Context: an optimization exercise on an open-source flow, tuned for small area and a short achievable clock period. The choices shown serve that exercise and are no tape-out recipe.
At most, simulation tests tie the RTL to the original design; equivalence was not proved.
No driver is modelled on the clock port, so clock power and skew are understated where the tree is cut down; a real chip needs a root buffer or a tree.
Power is estimated from default activity; no workload was simulated.

==> umber: inputs <==
// exp_bf16_top
module exp_bf16_top
(
    input  logic        clk,
    input  logic        rst,
    input  logic        valid_i,
    input  logic [15:0] data_i,
    output logic        valid_o,
    output logic [15:0] data_o
);
clock: 11.5 ns
lec_check: 0
abc_area: 1
cap_margin: 20
core_margin: 2
core_utilization: 60
cts_buf_list: sky130_fd_sc_hd__clkbuf_8
cts_cluster_size: 30
slew_margin: 20
standard.sh (not shown) runs the stock make flow with config.mk's settings and CLKGATE_MAP_FILE= SYNTH_SCRIPT=/design/flow/synth_recipe.tcl, a recipe that flattens the netlist after the stock synthesis.
==> flow/flow/run.sh <==
#!/bin/bash
# The standard layout, with three changes to how it is made (the clock
# period and every constraint stay the design's):
# - repair_timing aims for more setup slack than the design's period leaves;
# - the ports get plain buffers instead of delay cells;
# - the clock network is four clock buffers fed by the clock port, one per
#   quarter of the registers, instead of TritonCTS's two-level H-tree
#   (flow/clock_pre_cts.tcl).
set -euo pipefail
here=$(pwd)
bash standard.sh SETUP_SLACK_MARGIN=8.6 \
  "BUFFER_PORTS_ARGS=-buffer_cell sky130_fd_sc_hd__buf_1" \
  "PRE_CTS_TCL=$here/flow/clock_pre_cts.tcl" \
  finish > standard_flow.log 2>&1
==> flow/flow/clock_pre_cts.tcl <==
# Clock network in place of TritonCTS: the clock port drives four
# clkbuf_16, one per quarter of the registers (split at the median x, then
# at the median y of each half), each placed at the centre of its
# registers. Every register is one buffer away from the port, so the
# clock arrives at them all alike. Sourced by ORFS's cts.tcl as
# PRE_CTS_TCL; clock_tree_synthesis is then skipped, and the rest of
# cts.tcl (legalisation, repair_timing) runs as usual.
set block [ord::get_db_block]
set db [ord::get_db]
set clknet [$block findNet clk]
set master [$db findMaster sky130_fd_sc_hd__clkbuf_16]
set sinks {}
foreach it [$clknet getITerms] {
  set b [[$it getInst] getBBox]
  lappend sinks [list $it [expr {([$b xMin] + [$b xMax]) / 2}] [expr {([$b yMin] + [$b yMax]) / 2}]]
}
proc halves {items idx} {
  set s [lsort -integer -index $idx $items]
  set h [expr {[llength $s] / 2}]
  return [list [lrange $s 0 [expr {$h - 1}]] [lrange $s $h end]]
}
set groups {}
foreach half [halves $sinks 1] {
  foreach q [halves $half 2] { lappend groups $q }
}
set k 0
foreach g $groups {
  set sx 0; set sy 0
  foreach s $g { set sx [expr {$sx + [lindex $s 1]}]; set sy [expr {$sy + [lindex $s 2]}] }
  set n [llength $g]
  set inst [odb::dbInst_create $block $master clkbuf_q$k]
  $inst setLocation [expr {$sx / $n}] [expr {$sy / $n}]
  $inst setPlacementStatus PLACED
  set net [odb::dbNet_create $block clknet_q$k]
  $net setSigType CLOCK
  [$inst findITerm A] connect $clknet
  [$inst findITerm X] connect $net
  foreach s $g { set it [lindex $s 0]; $it disconnect; $it connect $net }
  puts "clock buffer clkbuf_q$k: $n registers"
  incr k
}
proc clock_tree_synthesis {args} {
  puts "clock_tree_synthesis skipped: the clock network was built by clock_pre_cts.tcl"
}
==> delta (differences from umber) <==
==> flow/flow/run.sh (replaced) <==
#!/bin/bash
# The standard layout, with repair_timing aiming for more setup slack than
# the design's period leaves, so that the achieved period gets shorter. The
# clock period and every constraint stay the design's.
set -euo pipefail
bash standard.sh SETUP_SLACK_MARGIN=8.2 finish > standard_flow.log 2>&1
- CTS_BUF_LIST: sky130_fd_sc_hd__clkbuf_8 -> unset
- CTS_CLUSTER_SIZE: 30 -> unset
removed: flow/flow/clock_pre_cts.tcl
==> flow_summary.yaml <==
run_status:
  status: "no timing/DRC/antenna violations"
drt:
  dr.pass1.iters: 6
grt:
  grt_max_degree: 31
  grt_util_met1_pct: 36.1
place:
  globalplace.congestion: 0.964
  dp_cells: 1381
critical_path:
  crit_chain: "dlygate4sd2_1"
  crit_start: "data_o[2]"
pwr:
  power_density_nw_per_um2: 194
  ir_worst_vdd_mv: 0.159
  power_frac_seq_pct: 31.1
cts:
  postCtsSetupRepairBufs: 0
timing:
  final.min_clock_period_ns: 3.28
the above is filed under delta

==> flow_summary.yaml <==
timing:
  fin_setup_tns_ns: 0
  final.min_clock_period_ns: 2.91
critical_path:
  r2r_slack_ns: 8.65
  path_delay_family: "flip-flops"
  crit_start: "data_o[1]"
die:
  initial_core_util_pct: 62.1
  die_area_um2: 14100
run_status:
  status: "no timing/DRC/antenna violations"
place:
  dp_cells: 1380
  globalplace.congestion: 1.01
drt:
  dr.pass1.iters: 5
  wl_met2_um: 9810
  vias: 8049
final_layout:
  multi_input_area_share_pct: 58.1
pwr:
  power_frac_seq_pct: 38.1
  ir_worst_vdd_mv: 0.102
cts:
  postCtsSetupRepairBufs: 2
grt:
  grt_util_met1_pct: 35.0
the above is filed under umber

The clock cells of umber come from the design's own scripts or RTL, not from TritonCTS.

========
==> inputs of trial 62 <==
exp_bf16_top, a different RTL version from the one above (not shown whole).
clock: 11.5 ns
lec_check: 0
abc_area: 1
cap_margin: 20
core_margin: 2
core_utilization: 60
cts_buf_list: sky130_fd_sc_hd__clkbuf_8
cts_cluster_size: 30
slew_margin: 20
==> flow/flow/run.sh <==
#!/bin/bash
# The standard layout, with three changes to how it is made (the clock
# period and every constraint stay the design's):
# - repair_timing aims for more setup slack than the design's period leaves;
# - the ports get plain buffers instead of delay cells;
# - the clock network is four clock buffers fed by the clock port, one per
#   quarter of the registers, instead of TritonCTS's two-level H-tree
#   (flow/clock_pre_cts.tcl).
set -euo pipefail
here=$(pwd)
bash standard.sh SETUP_SLACK_MARGIN=8.6 \
  "BUFFER_PORTS_ARGS=-buffer_cell sky130_fd_sc_hd__buf_1" \
  "PRE_CTS_TCL=$here/flow/clock_pre_cts.tcl" \
  finish > standard_flow.log 2>&1
==> flow/flow/clock_pre_cts.tcl <==
# Clock network in place of TritonCTS: the clock port drives four
# clkbuf_16, one per quarter of the registers (split at the median x, then
# at the median y of each half), each placed at the centre of its
# registers. Every register is one buffer away from the port, so the
# clock arrives at them all alike. Sourced by ORFS's cts.tcl as
# PRE_CTS_TCL; clock_tree_synthesis is then skipped, and the rest of
# cts.tcl (legalisation, repair_timing) runs as usual.
set block [ord::get_db_block]
set db [ord::get_db]
set clknet [$block findNet clk]
set master [$db findMaster sky130_fd_sc_hd__clkbuf_16]
set sinks {}
foreach it [$clknet getITerms] {
  set b [[$it getInst] getBBox]
  lappend sinks [list $it [expr {([$b xMin] + [$b xMax]) / 2}] [expr {([$b yMin] + [$b yMax]) / 2}]]
}
proc halves {items idx} {
  set s [lsort -integer -index $idx $items]
  set h [expr {[llength $s] / 2}]
  return [list [lrange $s 0 [expr {$h - 1}]] [lrange $s $h end]]
}
set groups {}
foreach half [halves $sinks 1] {
  foreach q [halves $half 2] { lappend groups $q }
}
set k 0
foreach g $groups {
  set sx 0; set sy 0
  foreach s $g { set sx [expr {$sx + [lindex $s 1]}]; set sy [expr {$sy + [lindex $s 2]}] }
  set n [llength $g]
  set inst [odb::dbInst_create $block $master clkbuf_q$k]
  $inst setLocation [expr {$sx / $n}] [expr {$sy / $n}]
  $inst setPlacementStatus PLACED
  set net [odb::dbNet_create $block clknet_q$k]
  $net setSigType CLOCK
  [$inst findITerm A] connect $clknet
  [$inst findITerm X] connect $net
  foreach s $g { set it [lindex $s 0]; $it disconnect; $it connect $net }
  puts "clock buffer clkbuf_q$k: $n registers"
  incr k
}
proc clock_tree_synthesis {args} {
  puts "clock_tree_synthesis skipped: the clock network was built by clock_pre_cts.tcl"
}
==> build 72: changes against trial 62 <==
--- a/flow/design.v
+++ b/flow/design.v
@@ -16,69 +16,51 @@
 `default_nettype none
 module exp_range_reduce
 (
     input  logic        sgn,
     input  logic [6:0]  man,
-    output logic [22:0] px           
+    output logic [22:0] pp
 );
     logic [3:0]  sel_hi;
-    logic [4:0]  sel_lo;
     logic [22:0] p_hi;
-    logic [22:0] p_lo;
+    logic [18:0] p_lo;
     assign sel_hi = {sgn, man[6:4]};
-    assign sel_lo = {sgn, man[3:0]};
     assign p_hi =
         ({23{sel_hi == 4'd0}} & 23'h2e2a80) |
         ({23{sel_hi == 4'd1}} & 23'h33efd0) |
         ({23{sel_hi == 4'd2}} & 23'h39b520) |
         ({23{sel_hi == 4'd3}} & 23'h3f7a70) |
         ({23{sel_hi == 4'd4}} & 23'h453fc0) |
         ({23{sel_hi == 4'd5}} & 23'h4b0510) |
         ({23{sel_hi == 4'd6}} & 23'h50ca60) |
         ({23{sel_hi == 4'd7}} & 23'h568fb0) |
-        ({23{sel_hi == 4'd8}} & 23'h51d580) |
-        ({23{sel_hi == 4'd9}} & 23'h4c1030) |
-        ({23{sel_hi == 4'd10}} & 23'h464ae0) |
-        ({23{sel_hi == 4'd11}} & 23'h408590) |
-        ({23{sel_hi == 4'd12}} & 23'h3ac040) |
-        ({23{sel_hi == 4'd13}} & 23'h34faf0) |
-        ({23{sel_hi == 4'd14}} & 23'h2f35a0) |
-        ({23{sel_hi == 4'd15}} & 23'h297050);
+        ({23{sel_hi == 4'd8}} & 23'h2e2a7f) |
+        ({23{sel_hi == 4'd9}} & 23'h33efcf) |
+        ({23{sel_hi == 4'd10}} & 23'h39b51f) |
+        ({23{sel_hi == 4'd11}} & 23'h3f7a6f) |
+        ({23{sel_hi == 4'd12}} & 23'h453fbf) |
+        ({23{sel_hi == 4'd13}} & 23'h4b050f) |
+        ({23{sel_hi == 4'd14}} & 23'h50ca5f) |
+        ({23{sel_hi == 4'd15}} & 23'h568faf);
     assign p_lo =
-        ({23{sel_lo == 5'd0}} & 23'h000000) |
-        ({23{sel_lo == 5'd1}} & 23'h005c55) |
-        ({23{sel_lo == 5'd2}} & 23'h00b8aa) |
-        ({23{sel_lo == 5'd3}} & 23'h0114ff) |
-        ({23{sel_lo == 5'd4}} & 23'h017154) |
-        ({23{sel_lo == 5'd5}} & 23'h01cda9) |
-        ({23{sel_lo == 5'd6}} & 23'h0229fe) |
-        ({23{sel_lo == 5'd7}} & 23'h028653) |
-        ({23{sel_lo == 5'd8}} & 23'h02e2a8) |
-        ({23{sel_lo == 5'd9}} & 23'h033efd) |
-        ({23{sel_lo == 5'd10}} & 23'h039b52) |
-        ({23{sel_lo == 5'd11}} & 23'h03f7a7) |
-        ({23{sel_lo == 5'd12}} & 23'h0453fc) |
-        ({23{sel_lo == 5'd13}} & 23'h04b051) |
-        ({23{sel_lo == 5'd14}} & 23'h050ca6) |
-        ({23{sel_lo == 5'd15}} & 23'h0568fb) |
-        ({23{sel_lo == 5'd16}} & 23'h000000) |
-        ({23{sel_lo == 5'd17}} & 23'h7fa3ab) |
-        ({23{sel_lo == 5'd18}} & 23'h7f4756) |
-        ({23{sel_lo == 5'd19}} & 23'h7eeb01) |
-        ({23{sel_lo == 5'd20}} & 23'h7e8eac) |
-        ({23{sel_lo == 5'd21}} & 23'h7e3257) |
-        ({23{sel_lo == 5'd22}} & 23'h7dd602) |
-        ({23{sel_lo == 5'd23}} & 23'h7d79ad) |
-        ({23{sel_lo == 5'd24}} & 23'h7d1d58) |
-        ({23{sel_lo == 5'd25}} & 23'h7cc103) |
-        ({23{sel_lo == 5'd26}} & 23'h7c64ae) |
-        ({23{sel_lo == 5'd27}} & 23'h7c0859) |
-        ({23{sel_lo == 5'd28}} & 23'h7bac04) |
-        ({23{sel_lo == 5'd29}} & 23'h7b4faf) |
-        ({23{sel_lo == 5'd30}} & 23'h7af35a) |
-        ({23{sel_lo == 5'd31}} & 23'h7a9705);
-    assign px = p_hi + p_lo;
+        ({19{man[3:0] == 4'd0}} & 19'h00000) |
+        ({19{man[3:0] == 4'd1}} & 19'h05c55) |
+        ({19{man[3:0] == 4'd2}} & 19'h0b8aa) |
+        ({19{man[3:0] == 4'd3}} & 19'h114ff) |
+        ({19{man[3:0] == 4'd4}} & 19'h17154) |
+        ({19{man[3:0] == 4'd5}} & 19'h1cda9) |
+        ({19{man[3:0] == 4'd6}} & 19'h229fe) |
+        ({19{man[3:0] == 4'd7}} & 19'h28653) |
+        ({19{man[3:0] == 4'd8}} & 19'h2e2a8) |
+        ({19{man[3:0] == 4'd9}} & 19'h33efd) |
+        ({19{man[3:0] == 4'd10}} & 19'h39b52) |
+        ({19{man[3:0] == 4'd11}} & 19'h3f7a7) |
+        ({19{man[3:0] == 4'd12}} & 19'h453fc) |
+        ({19{man[3:0] == 4'd13}} & 19'h4b051) |
+        ({19{man[3:0] == 4'd14}} & 19'h50ca6) |
+        ({19{man[3:0] == 4'd15}} & 19'h568fb);
+    assign pp = p_hi + {4'b0, p_lo};
 endmodule
 `default_nettype wire
 `default_nettype none
 module exp_horner_stage
 (
@@ -308,38 +290,40 @@
     always_ff @(posedge clk)
         d1 <= data_i;
     logic        sgn;
     logic [7:0]  exp_b;
     logic [6:0]  man;
-    logic [22:0] px_c;
+    logic [22:0] pp_c;
     assign sgn   = d1[15];
     assign exp_b = d1[14:7];
     assign man   = d1[6:0];
     exp_range_reduce i_reduce
     (
         .sgn (sgn),
         .man (man),
-        .px  (px_c)
+        .pp  (pp_c)
     );
     logic        s2;
     logic        nan2;
     logic        sat2;
     logic        one2;
     logic [3:0]  sh2;
-    logic [22:0] px2;
+    logic [22:0] pp2;
     always_ff @(posedge clk)
     begin
         s2   <= sgn;
         nan2 <= exp_b == 8'hff && man != '0;
         sat2 <= exp_b >= exp_huge;
         one2 <= exp_b < exp_tiny;
         sh2  <= exp_b[3:0] - 4'd6;       
-        px2  <= px_c;
+        pp2  <= pp_c;
     end
+    logic [22:0] px_c;       
     logic [37:0] q_c;
     logic [21:0] t_c;        
-    assign q_c  = {{15{s2}}, px2} << sh2;
+    assign px_c = pp2 ^ {23{s2}};
+    assign q_c  = {{15{s2}}, px_c} << sh2;
     assign t_c  = q_c[37:16];
     logic        s3;
     logic        nan3;
     logic        one3;
     logic [6:0]  f3_hi;      
--- a/flow/flow/run.sh
+++ b/flow/flow/run.sh
@@ -6,9 +6,9 @@
 # - the clock network is four clock buffers fed by the clock port, one per
 #   quarter of the registers, instead of TritonCTS's two-level H-tree
 #   (flow/clock_pre_cts.tcl).
 set -euo pipefail
 here=$(pwd)
-bash standard.sh SETUP_SLACK_MARGIN=8.6 \
+bash standard.sh SETUP_SLACK_MARGIN=8.5 \
   "BUFFER_PORTS_ARGS=-buffer_cell sky130_fd_sc_hd__buf_1" \
   "PRE_CTS_TCL=$here/flow/clock_pre_cts.tcl" \
   finish > standard_flow.log 2>&1
==> build 15: changes against trial 62 <==
--- a/flow/design.v
+++ b/flow/design.v
@@ -16,69 +16,51 @@
 `default_nettype none
 module exp_range_reduce
 (
     input  logic        sgn,
     input  logic [6:0]  man,
-    output logic [22:0] px           
+    output logic [22:0] pp
 );
     logic [3:0]  sel_hi;
-    logic [4:0]  sel_lo;
     logic [22:0] p_hi;
-    logic [22:0] p_lo;
+    logic [18:0] p_lo;
     assign sel_hi = {sgn, man[6:4]};
-    assign sel_lo = {sgn, man[3:0]};
     assign p_hi =
         ({23{sel_hi == 4'd0}} & 23'h2e2a80) |
         ({23{sel_hi == 4'd1}} & 23'h33efd0) |
         ({23{sel_hi == 4'd2}} & 23'h39b520) |
         ({23{sel_hi == 4'd3}} & 23'h3f7a70) |
         ({23{sel_hi == 4'd4}} & 23'h453fc0) |
         ({23{sel_hi == 4'd5}} & 23'h4b0510) |
         ({23{sel_hi == 4'd6}} & 23'h50ca60) |
         ({23{sel_hi == 4'd7}} & 23'h568fb0) |
-        ({23{sel_hi == 4'd8}} & 23'h51d580) |
-        ({23{sel_hi == 4'd9}} & 23'h4c1030) |
-        ({23{sel_hi == 4'd10}} & 23'h464ae0) |
-        ({23{sel_hi == 4'd11}} & 23'h408590) |
-        ({23{sel_hi == 4'd12}} & 23'h3ac040) |
-        ({23{sel_hi == 4'd13}} & 23'h34faf0) |
-        ({23{sel_hi == 4'd14}} & 23'h2f35a0) |
-        ({23{sel_hi == 4'd15}} & 23'h297050);
+        ({23{sel_hi == 4'd8}} & 23'h2e2a7f) |
+        ({23{sel_hi == 4'd9}} & 23'h33efcf) |
+        ({23{sel_hi == 4'd10}} & 23'h39b51f) |
+        ({23{sel_hi == 4'd11}} & 23'h3f7a6f) |
+        ({23{sel_hi == 4'd12}} & 23'h453fbf) |
+        ({23{sel_hi == 4'd13}} & 23'h4b050f) |
+        ({23{sel_hi == 4'd14}} & 23'h50ca5f) |
+        ({23{sel_hi == 4'd15}} & 23'h568faf);
     assign p_lo =
-        ({23{sel_lo == 5'd0}} & 23'h000000) |
-        ({23{sel_lo == 5'd1}} & 23'h005c55) |
-        ({23{sel_lo == 5'd2}} & 23'h00b8aa) |
-        ({23{sel_lo == 5'd3}} & 23'h0114ff) |
-        ({23{sel_lo == 5'd4}} & 23'h017154) |
-        ({23{sel_lo == 5'd5}} & 23'h01cda9) |
-        ({23{sel_lo == 5'd6}} & 23'h0229fe) |
-        ({23{sel_lo == 5'd7}} & 23'h028653) |
-        ({23{sel_lo == 5'd8}} & 23'h02e2a8) |
-        ({23{sel_lo == 5'd9}} & 23'h033efd) |
-        ({23{sel_lo == 5'd10}} & 23'h039b52) |
-        ({23{sel_lo == 5'd11}} & 23'h03f7a7) |
-        ({23{sel_lo == 5'd12}} & 23'h0453fc) |
-        ({23{sel_lo == 5'd13}} & 23'h04b051) |
-        ({23{sel_lo == 5'd14}} & 23'h050ca6) |
-        ({23{sel_lo == 5'd15}} & 23'h0568fb) |
-        ({23{sel_lo == 5'd16}} & 23'h000000) |
-        ({23{sel_lo == 5'd17}} & 23'h7fa3ab) |
-        ({23{sel_lo == 5'd18}} & 23'h7f4756) |
-        ({23{sel_lo == 5'd19}} & 23'h7eeb01) |
-        ({23{sel_lo == 5'd20}} & 23'h7e8eac) |
-        ({23{sel_lo == 5'd21}} & 23'h7e3257) |
-        ({23{sel_lo == 5'd22}} & 23'h7dd602) |
-        ({23{sel_lo == 5'd23}} & 23'h7d79ad) |
-        ({23{sel_lo == 5'd24}} & 23'h7d1d58) |
-        ({23{sel_lo == 5'd25}} & 23'h7cc103) |
-        ({23{sel_lo == 5'd26}} & 23'h7c64ae) |
-        ({23{sel_lo == 5'd27}} & 23'h7c0859) |
-        ({23{sel_lo == 5'd28}} & 23'h7bac04) |
-        ({23{sel_lo == 5'd29}} & 23'h7b4faf) |
-        ({23{sel_lo == 5'd30}} & 23'h7af35a) |
-        ({23{sel_lo == 5'd31}} & 23'h7a9705);
-    assign px = p_hi + p_lo;
+        ({19{man[3:0] == 4'd0}} & 19'h00000) |
+        ({19{man[3:0] == 4'd1}} & 19'h05c55) |
+        ({19{man[3:0] == 4'd2}} & 19'h0b8aa) |
+        ({19{man[3:0] == 4'd3}} & 19'h114ff) |
+        ({19{man[3:0] == 4'd4}} & 19'h17154) |
+        ({19{man[3:0] == 4'd5}} & 19'h1cda9) |
+        ({19{man[3:0] == 4'd6}} & 19'h229fe) |
+        ({19{man[3:0] == 4'd7}} & 19'h28653) |
+        ({19{man[3:0] == 4'd8}} & 19'h2e2a8) |
+        ({19{man[3:0] == 4'd9}} & 19'h33efd) |
+        ({19{man[3:0] == 4'd10}} & 19'h39b52) |
+        ({19{man[3:0] == 4'd11}} & 19'h3f7a7) |
+        ({19{man[3:0] == 4'd12}} & 19'h453fc) |
+        ({19{man[3:0] == 4'd13}} & 19'h4b051) |
+        ({19{man[3:0] == 4'd14}} & 19'h50ca6) |
+        ({19{man[3:0] == 4'd15}} & 19'h568fb);
+    assign pp = p_hi + {4'b0, p_lo};
 endmodule
 `default_nettype wire
 `default_nettype none
 module exp_horner_stage
 (
@@ -308,38 +290,40 @@
     always_ff @(posedge clk)
         d1 <= data_i;
     logic        sgn;
     logic [7:0]  exp_b;
     logic [6:0]  man;
-    logic [22:0] px_c;
+    logic [22:0] pp_c;
     assign sgn   = d1[15];
     assign exp_b = d1[14:7];
     assign man   = d1[6:0];
     exp_range_reduce i_reduce
     (
         .sgn (sgn),
         .man (man),
-        .px  (px_c)
+        .pp  (pp_c)
     );
     logic        s2;
     logic        nan2;
     logic        sat2;
     logic        one2;
     logic [3:0]  sh2;
-    logic [22:0] px2;
+    logic [22:0] pp2;
     always_ff @(posedge clk)
     begin
         s2   <= sgn;
         nan2 <= exp_b == 8'hff && man != '0;
         sat2 <= exp_b >= exp_huge;
         one2 <= exp_b < exp_tiny;
         sh2  <= exp_b[3:0] - 4'd6;       
-        px2  <= px_c;
+        pp2  <= pp_c;
     end
+    logic [22:0] px_c;       
     logic [37:0] q_c;
     logic [21:0] t_c;        
-    assign q_c  = {{15{s2}}, px2} << sh2;
+    assign px_c = pp2 ^ {23{s2}};
+    assign q_c  = {{15{s2}}, px_c} << sh2;
     assign t_c  = q_c[37:16];
     logic        s3;
     logic        nan3;
     logic        one3;
     logic [6:0]  f3_hi;      
CORE_UTILIZATION = 65   (was 60)
CTS_BUF_LIST = unset   (was sky130_fd_sc_hd__clkbuf_8)
CTS_CLUSTER_SIZE = unset   (was 30)
==> comparison <==
In build 72 the die area is higher than in trial 62, by about 0.43%. In trial 62 the first-iteration DRC count is higher than in build 15, by 6.3%. In clock power, trial 62 and build 15 hardly differ. Cell count, highest first: trial 62, build 72, build 15. Between build 72 and build 15, the lower maximum frequency is in build 72 (gap 0.70%, measured against build 15). Sequential share of layout area, lowest first: trial 62, build 15, build 72. Setup slack: build 15 > build 72 > trial 62. Against build 15, the synthesized cell count of trial 62 is larger by about 2.5%.
Function not checked in trial 62: the RTL went through the layout flow alone. No run of this note takes its clock network from TritonCTS; it comes from the design's own scripts or RTL.

-- separate check: timing with driven ports --
The flow's constraints put no driver on any port. The routed layouts listed below were extracted and timed again, unchanged, in two steps. Step 1, drivers: a clkbuf_16 drives clk and a buf_2 each remaining input, both assumed. Step 2 adds t to the input delays and takes it off the output delays; t is the mean of the earliest and latest rising clock arrival at the registers after step 1. Input paths then give back, and output paths get back, about the clock's delay inside the block. Three values: ideal ports, drivers, drivers and shift; two values: the first two.
run | t, ns | slack for setup (ns) | worst data-port slew with drivers (ns)
umber | 0.247 | 8.593 / 8.508 / 8.649 | 0.03
delta | 0.458 | 8.224 / 8.178 / 8.271 | 0.04
trial 62 | 0.246 | 8.496 / 8.496 / 8.496 | 0.03
build 72 | 0.245 | 8.569 / 8.484 / 8.646 | 0.03
build 15 | 0.244 | 8.590 / 8.508 / 8.695 | 0.03
After both steps every run listed still meets setup and hold.
